What follows belongs to an exercise in optimizing a design on an open flow for small area and a short achievable clock period; a production flow would make more cautious choices. No run shown here included a check of the RTL's function; only the layout flow was run. Power and IR drop assume default switching activity.

## flow/design.v (module list and top-level ports; edited modules follow where they fit)
// module koggeStoneAdder: 29 lines
// module partialProductStage: 47 lines
// module adderTreeLevel: 40 lines
// module signedMultiplier: 2262 lines
// module mulFA: 10 lines
// module mulGA: 8 lines
// module mulGO: 8 lines
// module mulBlkA: 11 lines
// module mulBlkO: 11 lines
// module mulHA: 9 lines
module signedMultiplier
(
	input  logic          clk,
	input  logic          arstN,
	input  mulPkg::operandPairT   operands,
	output mulPkg::productResultT result
);
  // ...
==> flow/run.sh <==
#!/bin/bash
# synth_recipe.tcl (not shown) runs the flow's synth.tcl, then flattens the netlist and writes it again
# the make line also repeats each setting of config.mk as NAME=value (left out here)
make -C /OpenROAD-flow-scripts/flow DESIGN_CONFIG=/design/flow/config.mk WORK_HOME=/design/flow/orfs CLKGATE_MAP_FILE= SYNTH_SCRIPT=/design/flow/synth_recipe.tcl finish
==> flow/config.mk <==
export PLATFORM = sky130hd
export DESIGN_NAME = signedMultiplier
export DESIGN_NICKNAME = signedMultiplier
export VERILOG_FILES = /design/flow/design.v
export SDC_FILE = /design/flow/constraint.sdc
export NUM_CORES = 4
export LEC_CHECK = 0
export CAP_MARGIN = 20
export CORE_MARGIN = 2
export CORE_UTILIZATION = 40
export SETUP_SLACK_MARGIN = 2.0
export SLEW_MARGIN = 20
export SYNTH_HIERARCHICAL = 1
==> flow/constraint.sdc <==
create_clock -name core_clock -period 4.0 [get_ports {clk}]
set_input_delay 0.8000 -clock core_clock [delete_from_list [all_inputs] [get_ports {clk}]]
set_output_delay 0.8000 -clock core_clock [all_outputs]
set_load 0.01 [all_outputs]
==> run summary, run 1 <==
capturing point of the worst reg2reg path r1_d[143]$_DFF_P_; Global Route Usage Sum 24.4%; Detail Route Antenna Nets 0; post-route standard cell area excluding fillers 32200 µm²; most common library cell in the layout ignoring fill and taps sky130_fd_sc_hd__dfxtp_1; post-synthesis mux area share 0%; htree depth 2; dpl cell area 25500 µm²; Max Buffers Root-to-Sink 3; Skew-Pair Late Insertion Delay 0.62 ns; Worst VDD drop 0.381 mV; highest-count cells in the layout ignoring fill and taps 409 x sky130_fd_sc_hd__dfxtp_1, 235 x sky130_fd_sc_hd__xnor2_1, 179 x sky130_fd_sc_hd__a22oi_2; result of the run timing/DRC/antenna clean; wire length of the first global-routing pass 114000 µm; leftover overflow at the end of global routing 0; Clock transition at path regs 0.06 ns; number of failing hold endpoints at the final stage 0; startpoint types flip-flop; gate count of the mapped netlist 2010; Critical path destination r1_d[143]$_DFF_P_; register-to-register path setup slack 1.76 ns; dominant power group combinational cells; share of cell area taken by flip-flops and latches 29.4%; drt pass-1 iters 5; uppermost signal routing layer after detailed routing met4; worst reg2reg startpoint r0_a[14]$_DFF_P_; Critical-path top delay cell sky130_fd_sc_hd__fa_2; sequential power share 29.6%; required arrival time at the worst endpoint 4.55 ns; combined area of the multi-input logic cells 15700 µm²; Placeable Area 60000 µm²; count of multi-input combinational gates 1367; length in cells of the worst reg-to-reg path 8; total number of nets in the final design 2580
==> run 2, diff against run 1 <==
--- a/flow/config.mk
+++ b/flow/config.mk
@@ -8,6 +8,8 @@
 export CAP_MARGIN = 20
 export CORE_MARGIN = 2
 export CORE_UTILIZATION = 40
-export SETUP_SLACK_MARGIN = 2.0
+export CTS_CLUSTER_DIAMETER = 100
+export CTS_CLUSTER_SIZE = 30
+export SETUP_SLACK_MARGIN = 1.8
 export SLEW_MARGIN = 20
 export SYNTH_HIERARCHICAL = 1
==> run 2 against run 1 <==
Global-route usage down 4.0 points. Final cell count fell by 5.9%. Clock-buffer cell count fell by 44. Total power is 16% lower. Sequential cell count unchanged. Still clean on timing, DRC and antenna. Combinational power fell by 15%. Design area shrank 17%. Routed wire length down 20%. Register-to-register slack better by 0.02 ns.
==> run summary, run 2 <==
result of the run timing/DRC/antenna clean (unchanged); worst-margin pin slew 0.568 ns; register containing the most flip-flops in the final layout r1_d (unchanged); Max Buffers Root-to-Sink 3 (unchanged); final hold slack 0.326 ns (was 0.323 ns); Setup Viol. Count Final 0 (unchanged); sum of negative setup slack 0 ns (unchanged); Detail Route Antenna Nets 0 (unchanged); maximum number of pins on one net before global-route repair 32 (was 27); endpoint kind of the worst setup timing path flip-flop (unchanged); cell with the most instances after synthesis sky130_fd_sc_hd__dfxtp_1 (unchanged); top flip-flop cell by instance count after synthesis sky130_fd_sc_hd__dfxtp_1 (unchanged); Critical-path top delay cell sky130_fd_sc_hd__fa_2 (unchanged); number of buffers inserted for hold repair after clock tree synthesis 0 (unchanged); Skew-Pair Late Insertion Delay 0.59 ns (was 0.62 ns); total number of nets in the final design 2432 (was 2580); setup skew after layout 0.0285 ns (was 0.0397 ns); wire length per cell 22.5 µm (was 26.5 µm); die height 250 µm (unchanged); capturing point of the worst reg2reg path r1_d[27]$_DFF_P_ (was r1_d[143]$_DFF_P_); largest fanout on the critical path 13 (was 4); number of synthesis warnings 7 (unchanged); Fillers 5586 (was 4936); synth unique cells 23 (unchanged); Num CTS Buffers 22 (was 50); family with the most delay on the worst path adder cells (unchanged); iteration-0 DRC count of the detailed router 1439 (was 1902); htree depth 1 (was 2); #FFs+latches synth 464 (unchanged); register-to-register path setup slack 1.78 ns (was 1.76 ns); post-route standard cell area excluding fillers 26700 µm² (was 32200 µm²); Synth Cell Area 24100 µm² (unchanged); Die Outline Area 62300 µm² (unchanged); overall die width 250 µm (unchanged); Regs by FF count r1_d: 167 flops, r2_d: 87 flops (unchanged); Placeable Area 60000 µm² (unchanged); CTS tree built (unchanged); Final GP Congestion 0.919 (unchanged); sequential area share after synthesis 38.6% (unchanged); DR vias 15300 (was 17300); dpl cell area 25500 µm² (unchanged); length in cells of the worst reg-to-reg path 5 (was 8); clock root buffer sky130_fd_sc_hd__clkbuf_16 (unchanged); number of failing hold endpoints at the final stage 0 (unchanged); vias per std cell 5.34 (was 5.66); final core area utilization 44.5% (was 53.7%); Global Route Usage Sum 20.5% (was 24.4%); share of post-route cells with drive strength above 1 19.1% (was 43.4%); longest individual stage delay on the worst path 0.60 ns (was 0.58 ns); gate count of the mapped netlist 2010 (unchanged); capture endpoint of the worst hold path r4_p[47]$_DFF_P_ (was r4_p[27]$_DFF_P_); unrepaired setup endpoints after global routing yes (unchanged); cells along the critical path buf_6, a22oi_2, xnor2_1, fa_1, fa_2 (was buf_12, buf_16, buf_8, buf_4, a22oi_2, xnor2_1, fa_2, fa_2); cell types with the highest counts after synthesis 458 x sky130_fd_sc_hd__dfxtp_1, 301 x sky130_fd_sc_hd__xnor2_1, 232 x sky130_fd_sc_hd__a22oi_1, 227 x sky130_fd_sc_hd__fa_1, 113 x sky130_fd_sc_hd__a21oi_2 (unchanged); DRC Markers 0 (unchanged); worst reg2reg startpoint r0_two[0]$_DFF_P_ (was r0_a[14]$_DFF_P_); Crit path buffers/inverters 1 (was 4); post-synthesis average cell area 12.0 µm² (unchanged); post-synth top area share 38.0% (unchanged); highest attainable clock frequency 451 MHz (was 446 MHz); standard-cell rows 90 (unchanged); Slew HR 62.1%; Worst VDD drop 0.324 mV (was 0.381 mV); count of inserted antenna diode cells 0 (unchanged); final cycle utilization of the critical path 55.5% (was 56.0%); quantity of I/O buffers inserted on ports 99 (unchanged); leftover overflow at the end of global routing 0 (unchanged); Post-synth EDFFs 0 (unchanged); Final Max Tran Viols 0 (unchanged); max reg flops 167 (unchanged); number of stages on the worst hold path 0 (unchanged); Detailed Place HPWL 44000 µm (unchanged); startpoint types flip-flop (unchanged); min-delay src r3_p[47]$_DFF_P_ (was r3_p[27]$_DFF_P_); starting density of the core 40.2% (unchanged); Data arrival, critical path 2.72 ns (was 2.79 ns); Detailed Route WL 64600 µm (was 80800 µm); power density of the placed cells 826 nW/µm² (was 815 nW/µm²); Synth area leaders sky130_fd_sc_hd__dfxtp_1 38%, sky130_fd_sc_hd__fa_1 19%, sky130_fd_sc_hd__xnor2_1 11% (unchanged); max cap viols 0 (unchanged); number of antenna violations at the first check in global routing 0 (was 1); Clock transition at path regs 0.12 ns (was 0.06 ns); count of boundary I/O pins 100 (unchanged); worst setup path class flip-flop to flip-flop (unchanged); Leakage Power 9.92 nW (was 11.9 nW); drt pass-1 iters 6 (was 5); Hold/Removal Path Class flip-flop to flip-flop (unchanged); highest-count cells in the layout ignoring fill and taps 438 x sky130_fd_sc_hd__dfxtp_1, 300 x sky130_fd_sc_hd__xnor2_1, 231 x sky130_fd_sc_hd__a22oi_1 (was 409 x sky130_fd_sc_hd__dfxtp_1, 235 x sky130_fd_sc_hd__xnor2_1, 179 x sky130_fd_sc_hd__a22oi_2); wire length of the first global-routing pass 98700 µm (was 114000 µm); clock period minus final worst setup slack 2.22 ns (was 2.24 ns); most common library cell in the layout ignoring fill and taps sky130_fd_sc_hd__dfxtp_1 (unchanged); required arrival time at the worst endpoint 4.50 ns (was 4.55 ns); via count of the first global-routing pass 16500 (was 17900); Async SR Flop Fraction 1.29% (unchanged); cell type with the largest total area after synthesis sky130_fd_sc_hd__dfxtp_1 (unchanged); overall power 22.1 mW (was 26.3 mW); number of sinks handled by clock tree synthesis 464 (unchanged); Area growth, synth to finish 10.8% (was 33.6%)
-- run 2: cell counts after synthesis --
Identical to the previous run, type by type.
-- run 2: timing repair --
action / CTS / global route
setup endpoints to repair: 186 / 64
gates cloned: 0 / 0
hold endpoints to repair: 0 / 0
gates resized for setup: 119 / 75
buffers inserted: 1 / 12
pin swaps: 1 / 4
-- run 2: modules after synthesis, one instance, submodules excluded --
module / flops+latches / copies in the design / area, µm²
mulBlkA: 0 / 90 / 12.5
mulBlkO: 0 / 67 / 12.5
mulFA: 0 / 227 / 20.0
mulGA: 0 / 23 / 8.76
mulGO: 0 / 23 / 5.00
mulHA: 0 / 65 / 12.5
signedMultiplier: 464 / 1 / 16500
-- run 2: area by class of cell --
class | count | area, µm² | area share [%]
clock buffers | 24 | 579 | 2.17
clock inverters | 8 | 119 | 0.445
inverters | 46 | 173 | 0.646
multi-input cells | 1367 | 13700 | 51.3
flip-flops and latches | 464 | 9390 | 35.1
well taps | 782 | 978 | 3.66
repair buffers | 178 | 1790 | 6.68
-- run 2: logic make-up after synthesis --
family | Yosys count | share of synthesized area (%)
AND/OR/NAND/NOR | 192 | 3.28
AO/OA/AOI/OAI | 502 | 17.0
flip-flops | 464 | 38.6
XOR/XNOR | 358 | 13.0
buffers and inverters | 191 | 5.40
adder cells (fa/ha/maj) | 302 | 22.7
other | 1 | 0.0155
-- run 2: how the worst max path moves through the flow --
stage	from	to	cells after the start
CTS	r0_a[7]$_DFF_P_	r1_d[27]$_DFF_P_	5
floorplan	r0_neg[7]$_DFF_P_	r1_d[100]$_DFF_P_	5
finish	r0_two[0]$_DFF_P_	r1_d[27]$_DFF_P_	5
global placement	r0_one[10]$_DFF_P_	r1_d[81]$_DFF_P_	5
global route	r2_d[9]$_DFF_P_	r3_p[36]$_DFF_P_	7
detailed placement	r0_one[10]$_DFF_P_	r1_d[81]$_DFF_P_	5
-- run 2: where the power goes --
part	leakage (nW)	internal, mW	total [mW]	switching [mW]
sequential	3.94	6.81	7.67	0.859
combinational	5.64	4.77	11.7	6.93
clock	0.342	1.12	2.70	1.59
total	9.92	12.7	22.1	9.38
-- run 2: layer usage --
layer | up-vias | wire, µm | global-route usage (%)
met5 | - | 0 | 0
met4 | 0 | 2290 | 7.61
met3 | 152 | 4770 | 3.63
met2 | 687 | 29800 | 33.4
met1 | 7598 | 27700 | 27.1
li1 | 6883 | - | -
-- run 2: per-stage QoR --
step | std cells | setup WS, ns
2_1_floorplan | 2022 | 2.04
3_3_place_gp | 2824 | 1.32
3_5_place_dp | 2824 | 1.30
4_1_cts | 2857 | 1.80
5_1_grt | 2869 | 1.78
6_report | 2869 | 1.78

-- separate check: timing with driven ports --
The results above use ideal ports. As a check the final layouts listed here were re-extracted and re-timed, cells and wires unchanged. Step 1 (the two cells are an assumption about what drives the block):
set clk [get_ports {clk}]
set_driving_cell -lib_cell sky130_fd_sc_hd__clkbuf_16 $clk
set_driving_cell -lib_cell sky130_fd_sc_hd__buf_2 [delete_from_list [all_inputs] $clk]
Step 2 times the ports against the registers' clock, not the clock port: input delays grow and output delays shrink by t, the midpoint of the rising clock arrivals with the driver on. a / b / c = no drivers / after step 1 / after step 2; a / b = the first two.
| run | shift t [ns] | setup WS [ns] | pins driven straight from the clock port |
|---|---|---|---|
| run 1 | 0.646 | 1.758 / 1.758 / 1.758 | 1 |
| run 2 | 0.625 | 1.781 / 1.781 / 1.781 | 1 |
After both steps setup and hold are still met in every run listed.
